Context: an optimization exercise on an open-source flow, tuned for small area, a short achievable clock period and few clock cycles per item. The choices shown serve that exercise and are no tape-out recipe.
The RTL was checked by simulation tests, not by an equivalence proof against the original design.

==> flow/design.v (outline; a module is shown in full before it is edited, if it fits) <==
// module conv_psel: 33 lines
// module conv_mac: 1761 lines
// module conv_sum: 156 lines
// module conv_act: 315 lines
// module csa_fa: 10 lines
// module csa_ha: 9 lines
// module conv_top: 170 lines
module conv_top (
	input  logic        clk,
	input  logic        rst_n,
	input  logic        filter_valid,
	input  logic        image_valid,
	input  logic [3:0]  image_size,
	input  logic        pad_mode,
	input  logic        act_mode,
	input  logic [7:0]  in_data,
	output logic        out_valid,
	output logic [15:0] out_data
);
  // ...
==> flow/flow/run.sh <==
#!/bin/bash
# The standard layout, with the resizer's setup repair aimed at a margin below the
# clock period (the period and constraints themselves are unchanged).
set -euo pipefail
bash standard.sh SETUP_SLACK_MARGIN=13.4 finish > flow_make.log 2>&1
==> flow/standard.sh <==
#!/bin/bash
# synth_recipe.tcl (not shown) runs the flow's synth.tcl, then flattens the netlist and writes it again
# the make line also repeats each setting of config.mk as NAME=value (left out here)
make -C /OpenROAD-flow-scripts/flow DESIGN_CONFIG=/design/flow/config.mk WORK_HOME=/design/flow/orfs CLKGATE_MAP_FILE= SYNTH_SCRIPT=/design/flow/synth_recipe.tcl "${@:-finish}"
==> flow/config.mk <==
export PLATFORM = sky130hd
export DESIGN_NAME = conv_top
export DESIGN_NICKNAME = conv_top
export VERILOG_FILES = /design/flow/design.v
export SDC_FILE = /design/flow/constraint.sdc
export NUM_CORES = 4
export LEC_CHECK = 0
export CAP_MARGIN = 20
export CORE_MARGIN = 2
export CORE_UTILIZATION = 55
export CTS_CLUSTER_DIAMETER = 60
export CTS_CLUSTER_SIZE = 25
export SLEW_MARGIN = 20
export SYNTH_HIERARCHICAL = 1
export SYNTH_MINIMUM_KEEP_SIZE = 0
==> flow/constraint.sdc <==
create_clock -name core_clock -period 18.0 [get_ports {clk}]
set_input_delay 3.6000 -clock core_clock [delete_from_list [all_inputs] [get_ports {clk}]]
set_output_delay 3.6000 -clock core_clock [all_outputs]
set_load 0.01 [all_outputs]
==> flow_summary.yaml, run 1 <==
outcome:
  status: "complete, no violations"
cts:
  path_clk_slew_ps: 80
  cts_tree: "built"
  cts-root-buf: "clkbuf_16"
  numCtsBuffers: 35
drt:
  wl_met2_um: 42700
  first_pass_iters: 6
  wire_per_inst_um: 27.6
finish:
  syn2layout_area_growth_pct: 8.72
  inv_count: 50
  largest_class: "multi-input combinational cells"
  final-clk-cell-share: 0.0365
  clockBufferCount: 36
  final_util: 0.606
  largest_reg_flops: 83
  multi_input_cells: 1884
worst_setup_path:
  crit_end: "out_valid"
  rr_worst_depth: 11
  reg2reg_slack_ps: 13410
  cp-start-kind: "register"
  rr_endpoint: "rows[86]"
  cp_slowest_cell: "dfrtp_1"
global_routing:
  use_met1: 0.446
  met2_usage: 0.500
  grt_max_degree: 73
  track_usage: 0.314
worst_hold_path:
  holdPathStages: 0
  hold_path_end: "v1"
sta:
  fin_crit_sh: 0.260
  worst_pin_slew_ps: 986
  skew_ps: 36.7
  max_freq_ghz: 0.214
  relSlewSlack: 0.339
placed_design:
  placed_cells_incl_taps: 3138
  dp_hpwl_um: 71400
  place_ws_ps: 11340
synthesis:
  post_synth_instance_area_mm2: 0.0315
  syn_avg_cell_area_um2: 12.4
Testbench counts, summed over its fixed seeds: cycles 5,996, results 4,631.
==> run 2: changes to the inputs <==
--- a/flow/config.mk
+++ b/flow/config.mk
@@ -8,8 +8,8 @@
 export CAP_MARGIN = 20
 export CORE_MARGIN = 2
 export CORE_UTILIZATION = 55
-export CTS_CLUSTER_DIAMETER = 60
-export CTS_CLUSTER_SIZE = 25
+export CTS_CLUSTER_DIAMETER = 80
+export CTS_CLUSTER_SIZE = 35
 export SLEW_MARGIN = 20
 export SYNTH_HIERARCHICAL = 1
 export SYNTH_MINIMUM_KEEP_SIZE = 0
==> flow_summary.yaml, run 2 <==
drt:
  wl_um: 90700
  viasPerCell: 6.29
  first_pass_iters: 5
  wire_per_inst_um: 27.5
  num_vias: 20800
  ant_nets: 0
  dr.first_iter.drc_count: 1948
  post-route-drc-count: 0
finish:
  antennaDiodeCount: 0
  num-fill-cells: 4558
  drive_gt1_frac: 0.185
  syn2layout_area_growth_pct: 8.06
  seq_area_mm2: 0.0105
  final_util: 0.602
  layout_common_cells: "fa_1, xnor2_1, edfxtp_1"
  top_register: "rows"
  nets: 3061
  layout_commonest_cell: "fa_1"
  largest_reg_flops: 83
  multi_input_area_mm2: 0.0200
  reg_top3: "rows: 83 flops, weights: 72 flops"
worst_setup_path:
  crit_path_end_kind: "primary output"
  cp.depth: 1
  r2r-start: "weights[62]"
  required_ps: 14400
  reg2reg_slack_ps: 13440
  cp-start-kind: "register"
  path_cells: "buf_2"
  cp_slowest_cell: "dfrtp_1"
  slowest_delay_ps: 380
  crit_family: "flip-flops"
  rr_endpoint: "rows[86]"
  crit_buf_inv: 1
  cp.arrival_ps: 1140
  path_max_fanout: 1
  critPathKind: "reg2out"
  rr_worst_depth: 11
floorplan:
  num_rows: 87
  fp.dieW_um: 243
  coreArea_mm2: 0.0565
  ios: 35
  die_y_um: 243
  start_util: 0.557
  dieArea_mm2: 0.0591
synthesis:
  syn_avg_cell_area_um2: 12.4
  syn-instance-count: 2530
  yosysWarningCount: 13
  post_synth_instance_area_mm2: 0.0315
worst_hold_path:
  holdPathStages: 0
  hold_path_end: "v2"
  hold_path.startpoint: "v1"
  hp-class: "reg2reg"
job:
  max_cap_viol_count: 0
placed_design:
  dp_hpwl_um: 71400
  place_congestion: 0.989
  io_buffers: 34
cts:
  cts_tree: "built"
  numCtsBuffers: 26
  clock_latency_ps: 640
  path_clk_slew_ps: 110
  clock_path_buffers: 3
  cts_sinks: 399
  h-tree-depth: 1
  cts-root-buf: "clkbuf_16"
global_routing:
  grt_pass1_wl_um: 136000
  antenna_found_initial: 0
  track_usage: 0.311
  grt_overflow_total: 0
  grt_max_degree: 97
  first_global_vias: 20800
sta:
  fin_crit_sh: 0.263
  hold_viol_final: 0
  skew_ps: 46.0
  setup_viol: 0
  period_minus_slack_ps: 4740
  drv_slew: 0
  max_freq_ghz: 0.211
  tns_ps: 0
  rsz0062_at_grt: "yes"
  worst_pin_slew_ps: 967
  relSlewSlack: 0.352
outcome:
  status: "complete, no violations"
[run 2: cell type report]
type | instances | area share
flip-flops and latches | 399 | 0.307
inverters | 50 | 0.00559
clock inverters | 21 | 0.0106
multi-input cells | 1884 | 0.589
clock buffers | 27 | 0.0195
well taps | 756 | 0.0278
repair buffers | 166 | 0.0401
[run 2: repair_timing]
| item | CTS | global route |
|---|---|---|
| setup buffers | 71 | 44 |
| pin swaps | 4 | 12 |
| setup endpoints to repair | 311 | 138 |
| resized for setup | 153 | 42 |
| gates cloned | 2 | 0 |
| hold buffers | 0 | 0 |
[run 2: how the worst max path moves through the flow]
stage	from	to	slack (ps)
after detailed placement	image_valid	b0[4]	11340
after floorplan	image_valid	b0[0]	12730
after global placement	image_valid	b0[1]	11430
after global routing	out_valid	out_valid	13210
after CTS	out_valid	out_valid	13220
final	out_valid	out_valid	13260
[run 2: stage by stage]
step | setup slack, ps | hold slack [ps] | cell area [µm²] | std cells
2_1_floorplan | 12730 | 331 | 31600 | 2540
3_3_place_gp | 11430 | 332 | 31800 | 3138
3_5_place_dp | 11340 | 336 | 31800 | 3138
4_1_cts | 13220 | 356 | 33500 | 3259
5_1_grt | 13210 | 377 | 34000 | 3303
6_report | 13260 | 349 | 34000 | 3303
[run 2: layer usage]
metal,global-route usage,part of all wire
met1,0.442,0.42
met2,0.501,0.47
met3,0.0505,0.080
met4,0.0772,0.026
met5,0,0
==> run 3: changes to the inputs <==
==> flow/flow/run.sh (replaced) <==
#!/bin/bash
# The standard layout, with the resizer's setup repair aimed at a margin below the
# clock period (the period and constraints themselves are unchanged).
set -euo pipefail
bash standard.sh SETUP_SLACK_MARGIN=13.3 finish > flow_make.log 2>&1
--- a/flow/config.mk
+++ b/flow/config.mk
@@ -7,9 +7,7 @@
 export LEC_CHECK = 0
 export CAP_MARGIN = 20
 export CORE_MARGIN = 2
-export CORE_UTILIZATION = 55
-export CTS_CLUSTER_DIAMETER = 80
-export CTS_CLUSTER_SIZE = 35
+export CORE_UTILIZATION = 40
 export SLEW_MARGIN = 20
 export SYNTH_HIERARCHICAL = 1
 export SYNTH_MINIMUM_KEEP_SIZE = 0
==> flow_summary.yaml, run 3 <==
cts:
  cts_tree: "built"
  path_clk_slew_ps: 60
  cts-root-buf: "clkbuf_16"
  h-tree-depth: 2
  clock_path_buffers: 3
  cts_sinks: 399
  clock_latency_ps: 630
  numCtsBuffers: 47
  hold_buffers: 0
worst_setup_path:
  cp_slowest_cell: "dfrtp_1"
  reg2reg_slack_ps: 13320
  cp-start-kind: "register"
  crit_buf_inv: 1
  cp.arrival_ps: 1130
  slowest_delay_ps: 370
  crit_path_end_kind: "primary output"
  crit_family: "flip-flops"
  path_max_fanout: 1
  critPathKind: "reg2out"
  cp.depth: 1
  rr_worst_depth: 9
  required_ps: 14400
  path_cells: "buf_2"
global_routing:
  grt_overflow_total: 0
  track_usage: 0.234
  first_global_vias: 21000
  grt_max_degree: 95
  antenna_found_initial: 1
  grt_pass1_wl_um: 139000
drt:
  wl_met2_um: 45200
  wl_met1_um: 40200
  highest_layer: "met4"
  wire_per_inst_um: 26.0
  dr.first_iter.drc_count: 1455
  num_vias: 20400
  ant_nets: 0
  wl_um: 94500
  dr_wl_met3_um: 4530
  first_pass_iters: 5
  viasPerCell: 5.62
  post-route-drc-count: 0
floorplan:
  dieArea_mm2: 0.0809
  die_y_um: 284
  ios: 35
  start_util: 0.405
  coreArea_mm2: 0.0777
  fp.dieW_um: 284
  num_rows: 102
placed_design:
  io_buffers: 34
  place_congestion: 0.975
  place_ws_ps: 11380
  dp_hpwl_um: 75000
finish:
  num-fill-cells: 7017
  seq_area_mm2: 0.0104
  final_util: 0.448
  top_register: "rows"
  multi_input_area_mm2: 0.0200
  drive_gt1_frac: 0.190
  syn2layout_area_growth_pct: 10.7
  nets: 3091
  layout_common_cells: "fa_1, xnor2_1, edfxtp_1"
  reg_top3: "rows: 83 flops, weights: 72 flops"
  largest_reg_flops: 83
  layout_commonest_cell: "fa_1"
synthesis:
  syn-instance-count: 2530
  post_synth_instance_area_mm2: 0.0315
  yosysWarningCount: 13
  syn_avg_cell_area_um2: 12.4
sta:
  rsz0062_at_grt: "yes"
  setup_viol: 0
  fin_crit_sh: 0.263
  period_minus_slack_ps: 4730
  max_freq_ghz: 0.211
  worst_pin_slew_ps: 936
  hold_viol_final: 0
  skew_ps: 45.3
  relSlewSlack: 0.376
  tns_ps: 0
  fin_ws_ps: 13270
  drv_slew: 0
outcome:
  status: "complete, no violations"
worst_hold_path:
  hp-class: "reg2reg"
  holdPathStages: 0
job:
  max_cap_viol_count: 0
==> run 3: cell type report <==
class	count	share of cell area
Inverter	50	0.00546
Clock inverter	27	0.00887
Sequential cell	399	0.300
Multi-Input combinational cell	1885	0.573
Antenna cell	1	0.0000718
Tap cell	1040	0.0374
Timing Repair Buffer	174	0.0394
Clock buffer	60	0.0360
==> run 3: path summary, 6_finish.rpt <==
path | end | start
min | out_valid | v2
max | out_valid | out_valid
max in group asynchronous | v2 | rst_n
max reg2reg | rows[66] | m2[5]
min in group asynchronous | ic[1] | rst_n
min reg2reg | out_valid | v2
==> run 3: per-layer routing <==
metal | global-route usage | up-vias
met5 | 0 | -
met4 | 0.0934 | 0
met3 | 0.0268 | 142
met2 | 0.393 | 669
met1 | 0.309 | 10600
li1 | - | 9040
==> run 3: timing repair <==
action                     CTS  global route
setup endpoints to repair  279            95
setup buffers               79            45
gates cloned                 3             1
pin swaps                    1             5
resized for setup          148            24
==> run 3: through the flow <==
step           area, µm²  instances  hold slack (ps)
4_1_cts            34400       3589              345
5_1_grt            34800       3635              356
3_3_place_gp       32100       3420              334
2_1_floorplan      31600       2540              331
6_report           34800       3636              344
3_5_place_dp       32100       3420              340
==> module conv_top, before the edit <==
module conv_top (
	input  logic        clk,
	input  logic        rst_n,
	input  logic        filter_valid,
	input  logic        image_valid,
	input  logic [3:0]  image_size,
	input  logic        pad_mode,
	input  logic        act_mode,
	input  logic [7:0]  in_data,
	output logic        out_valid,
	output logic [15:0] out_data
);
	logic [3:0]  fcnt;
	logic        fen;
	logic [71:0] weights;
	assign fen = filter_valid && (fcnt != 4'd9);
	always_ff @(posedge clk or negedge rst_n) begin
		if (!rst_n) begin
			fcnt <= '0;
		end else if (!filter_valid) begin
			fcnt <= '0;
		end else if (fen) begin
			fcnt <= fcnt + 4'd1;
		end
	end
	always_ff @(posedge clk) begin
		if (fen) begin
			weights <= {in_data, weights[71:8]};
		end
	end
	logic       active;    
	logic       tail;      
	logic       prod_on;   
	logic [2:0] nm1;       
	logic [5:0] lsel;      
	logic       padm;
	logic       actm;
	logic [2:0] ir, ic;    
	logic [2:0] orow, ocol;
	logic       start;
	logic       shift;
	logic       prod;
	logic       wv;
	logic [23:0] psel_d, psel;
	assign start = image_valid && !active;
	assign shift = image_valid || tail;
	assign prod  = prod_on ? tail || image_valid
	                       : image_valid && !start && (ir == 3'd1) && (ic == 3'd1);
	always_ff @(posedge clk or negedge rst_n) begin
		if (!rst_n) begin
			active  <= 1'b0;
			tail    <= 1'b0;
			prod_on <= 1'b0;
			nm1     <= '0;
			lsel    <= '0;
			padm    <= 1'b0;
			actm    <= 1'b0;
			ir      <= '0;
			ic      <= '0;
			orow    <= '0;
			ocol    <= '0;
			wv      <= 1'b0;
		end else begin
			wv <= prod;
			if (start) begin
				active <= 1'b1;
				nm1    <= 3'(image_size - 4'd1);
				padm   <= pad_mode;
				actm   <= act_mode;
				for (int k = 0; k < 6; k++) lsel[k] <= (image_size == 4'(k + 3));
				ir     <= 3'd0;
				ic     <= 3'd1;
				orow   <= 3'd0;
				ocol   <= 3'd0;
			end else if (image_valid) begin
				if (ic == nm1) begin
					ic <= 3'd0;
					ir <= ir + 3'd1;
					if (ir == nm1) tail <= 1'b1;
				end else begin
					ic <= ic + 3'd1;
				end
			end
			if (prod) begin
				prod_on <= 1'b1;
				if (ocol == nm1) begin
					ocol <= 3'd0;
					orow <= orow + 3'd1;
				end else begin
					ocol <= ocol + 3'd1;
				end
				if ((orow == nm1) && (ocol == nm1)) begin
					active  <= 1'b0;
					tail    <= 1'b0;
					prod_on <= 1'b0;
				end
			end
		end
	end
	conv_psel conv_psel_i (
		.top   (orow == 3'd0),
		.bot   (orow == nm1),
		.left  (ocol == 3'd0),
		.right (ocol == nm1),
		.pad   (padm),
		.psel  (psel_d)
	);
	always_ff @(posedge clk) begin
		psel <= psel_d;
	end
	logic [7:0] b0, b1, b2, m0, m1, m2, t0, t1, t2;
	logic [7:0] d [1:5];
	logic [7:0] e [1:5];
	always_ff @(posedge clk) begin
		if (shift) begin
			b0 <= in_data;
			b1 <= b0;
			b2 <= b1;
			d[5] <= b2;
			for (int k = 1; k < 5; k++) d[k] <= lsel[k] ? b2 : d[k+1];
			m0 <= lsel[0] ? b2 : d[1];
			m1 <= m0;
			m2 <= m1;
			e[5] <= m2;
			for (int k = 1; k < 5; k++) e[k] <= lsel[k] ? m2 : e[k+1];
			t0 <= lsel[0] ? m2 : e[1];
			t1 <= t0;
			t2 <= t1;
		end
	end
	logic [94:0] rows_d, rows;
	logic [18:0] acc_d, acc;
	logic [15:0] res;
	logic        v1, v2;
	conv_mac conv_mac_i (
		.weights (weights),
		.win     ({t2, t1, t0, m2, m1, m0, b2, b1, b0}),
		.psel    (psel),
		.rows    (rows_d)
	);
	always_ff @(posedge clk) begin
		rows <= rows_d;
	end
	conv_sum conv_sum_i (
		.rows (rows),
		.acc  (acc_d)
	);
	always_ff @(posedge clk) begin
		acc <= acc_d;
	end
	conv_act conv_act_i (
		.acc  (acc),
		.actm (actm),
		.res  (res)
	);
	always_ff @(posedge clk) begin
		out_data <= res;
	end
	always_ff @(posedge clk or negedge rst_n) begin
		if (!rst_n) begin
			v1        <= 1'b0;
			v2        <= 1'b0;
			out_valid <= 1'b0;
		end else begin
			v1        <= wv;
			v2        <= v1;
			out_valid <= v2;
		end
	end
endmodule
==> run 4: changes to the inputs <==
--- a/flow/design.v
+++ b/flow/design.v
@@ -2335,49 +2335,50 @@
 			active  <= 1'b0;
 			tail    <= 1'b0;
 			prod_on <= 1'b0;
-			nm1     <= '0;
-			lsel    <= '0;
-			padm    <= 1'b0;
-			actm    <= 1'b0;
-			ir      <= '0;
-			ic      <= '0;
-			orow    <= '0;
-			ocol    <= '0;
 			wv      <= 1'b0;
 		end else begin
 			wv <= prod;
 			if (start) begin
 				active <= 1'b1;
-				nm1    <= 3'(image_size - 4'd1);
-				padm   <= pad_mode;
-				actm   <= act_mode;
-				for (int k = 0; k < 6; k++) lsel[k] <= (image_size == 4'(k + 3));
-				ir     <= 3'd0;
-				ic     <= 3'd1;
-				orow   <= 3'd0;
-				ocol   <= 3'd0;
-			end else if (image_valid) begin
+			end else if (image_valid && (ic == nm1) && (ir == nm1)) begin
+				tail <= 1'b1;
+			end
+			if (prod) begin
+				prod_on <= 1'b1;
+				if ((orow == nm1) && (ocol == nm1)) begin
+					active  <= 1'b0;
+					tail    <= 1'b0;
+					prod_on <= 1'b0;
+				end
+			end
+		end
+	end
+	always_ff @(posedge clk) begin
+		if (start) begin
+			nm1  <= 3'(image_size - 4'd1);
+			padm <= pad_mode;
+			actm <= act_mode;
+			for (int k = 0; k < 6; k++) lsel[k] <= (image_size == 4'(k + 3));
+			ir   <= 3'd0;
+			ic   <= 3'd1;
+			orow <= 3'd0;
+			ocol <= 3'd0;
+		end else begin
+			if (image_valid) begin
 				if (ic == nm1) begin
 					ic <= 3'd0;
 					ir <= ir + 3'd1;
-					if (ir == nm1) tail <= 1'b1;
 				end else begin
 					ic <= ic + 3'd1;
 				end
 			end
 			if (prod) begin
-				prod_on <= 1'b1;
 				if (ocol == nm1) begin
 					ocol <= 3'd0;
 					orow <= orow + 3'd1;
 				end else begin
 					ocol <= ocol + 3'd1;
 				end
-				if ((orow == nm1) && (ocol == nm1)) begin
-					active  <= 1'b0;
-					tail    <= 1'b0;
-					prod_on <= 1'b0;
-				end
 			end
 		end
 	end
==> flow/flow/run.sh (replaced) <==
#!/bin/bash
# The standard layout, with the resizer's setup repair aimed at a margin below the
# clock period (the period and constraints themselves are unchanged).
set -euo pipefail
bash standard.sh SETUP_SLACK_MARGIN=13.4 finish > flow_make.log 2>&1
--- a/flow/config.mk
+++ b/flow/config.mk
@@ -7,7 +7,9 @@
 export LEC_CHECK = 0
 export CAP_MARGIN = 20
 export CORE_MARGIN = 2
-export CORE_UTILIZATION = 40
+export CORE_UTILIZATION = 55
+export CTS_CLUSTER_DIAMETER = 60
+export CTS_CLUSTER_SIZE = 25
 export SLEW_MARGIN = 20
 export SYNTH_HIERARCHICAL = 1
 export SYNTH_MINIMUM_KEEP_SIZE = 0
==> flow_summary.yaml, run 4 <==
outcome:
  status: "complete, no violations"
synthesis:
  syn-instance-count: 2516
  post_synth_instance_area_mm2: 0.0313
  syn_avg_cell_area_um2: 12.5
  yosysWarningCount: 13
worst_setup_path:
  critPathKind: "reg2out"
  path_cells: "buf_2"
  slowest_delay_ps: 370
  cp.arrival_ps: 1100
  cp-start-kind: "register"
  crit_family: "flip-flops"
  crit_path_end_kind: "primary output"
  required_ps: 14400
  path_max_fanout: 1
  cp_slowest_cell: "dfrtp_1"
  crit_buf_inv: 1
drt:
  wl_um: 91200
  dr.first_iter.drc_count: 1837
  dr_wl_met3_um: 7410
  wl_met1_um: 38900
  ant_nets: 0
  num_vias: 20500
  post-route-drc-count: 0
  highest_layer: "met4"
  wire_per_inst_um: 27.6
  viasPerCell: 6.21
  wl_met2_um: 42100
  first_pass_iters: 6
floorplan:
  ios: 35
  coreArea_mm2: 0.0564
  fp.dieW_um: 243
  start_util: 0.556
  dieArea_mm2: 0.0589
  num_rows: 87
  die_y_um: 243
cts:
  clock_latency_ps: 610
  cts_sinks: 399
  path_clk_slew_ps: 80
  cts-root-buf: "clkbuf_16"
  numCtsBuffers: 37
  h-tree-depth: 2
  cts_tree: "built"
  hold_buffers: 0
  clock_path_buffers: 3
worst_hold_path:
  hp-class: "reg2reg"
sta:
  hold_viol_final: 0
  skew_ps: 47.2
  drv_slew: 0
  worst_pin_slew_ps: 985
  rsz0062_at_grt: "yes"
  max_freq_ghz: 0.213
  fin_crit_sh: 0.261
  period_minus_slack_ps: 4700
  tns_ps: 0
  relSlewSlack: 0.342
  setup_viol: 0
finish:
  layout_commonest_cell: "fa_1"
  largest_reg_flops: 83
  nets: 3052
  reg_top3: "rows: 83 flops, weights: 72 flops"
  stdcell_area_mm2: 0.0340
  layout_common_cells: "fa_1, xnor2_1, edfxtp_1"
  drive_gt1_frac: 0.182
  syn2layout_area_growth_pct: 8.59
  top_register: "rows"
global_routing:
  grt_max_degree: 80
  first_global_vias: 20600
  grt_overflow_total: 0
  grt_pass1_wl_um: 135000
  antenna_found_initial: 1
  track_usage: 0.313
placed_design:
  io_buffers: 34
  placed_area_mm2: 0.0316
  place_congestion: 0.989
  dp_hpwl_um: 71000
job:
  max_cap_viol_count: 0
run 4: final timing paths:
path	from	to	slack (ps)	depth (start not counted)
max	out_valid	out_valid	13300	1
min	v2	out_valid	360	0
max reg2reg	m1[5]	rows[86]	13340	10
min reg2reg	v2	out_valid	360	0
max in group asynchronous	rst_n	prod_on	14270	1
min in group asynchronous	rst_n	v1	3360	1
run 4: through the flow:
stage               worst slack (ps)  hold slack, ps  utilization  std cells
floorplan                      12730             331            -       2526
global placement               11500             333        0.561       3128
detailed placement             11420             345        0.561       3128
CTS                            13270             363        0.599       3280
global route                   13260             371        0.603       3303
finish                         13300             361        0.603       3305
run 4: final cells by class:
class | instances | area (µm²)
fill | 4580 | 22400
clock buffer | 41 | 941
tap | 756 | 946
inverter | 50 | 196
antenna | 2 | 5.00
sequential | 399 | 10400
multi-input combinational | 1879 | 19900
clock inverter | 27 | 357
timing repair buffer | 151 | 1240
run 4: repair_timing:
action | 4_1_cts | 5_1_grt
resized for setup | 157 | 24
buffers inserted | 79 | 23
gates cloned | 5 | 0
setup endpoints to repair | 303 | 76
pin swaps | 3 | 2
run 4: metal layers:
| layer | GRT usage | vias up |
|---|---|---|
| met4 | 0.0870 | 0 |
| met2 | 0.495 | 828 |
| met5 | 0 | - |
| li1 | - | 8945 |
| met1 | 0.447 | 10600 |
| met3 | 0.0563 | 144 |
Testbench counts of run 4, summed over its fixed seeds: cycles 5,996, results 4,631.

port drivers added, routing unchanged:
The flow's constraints put no driver on any port. The routed layouts listed below were extracted and timed again, unchanged, in two steps. Step 1 assumes that a clkbuf_16 drives the clock port and a buf_2 every other input. Step 2 moves the port delays by t, midway between the first and last clock arrival at a register: inputs arrive t later, outputs are due t later. That takes back most of the time a late clock gives input paths. a / b / c = ideal ports / drivers / drivers and shift; a / b = the first two.
run | t (ns) | slack for setup (ns) | slew at the worst register clock pin (ns)
run 1 | 0.651 | 13.318 / 13.256 / 12.864 | 0.10 / 0.10
run 2 | 0.677 | 13.261 / 13.199 / 12.854 | 0.12 / 0.12
run 3 | 0.667 | 13.271 / 13.211 / 12.807 | 0.07 / 0.07
run 4 | 0.645 | 13.303 / 13.241 / 12.795 | 0.10 / 0.10
After both steps setup and hold are still met in every run listed. For run 4, which loses most, drivers alone change the setup slack by -0.062 ns; drivers and shift together by -0.508 ns.
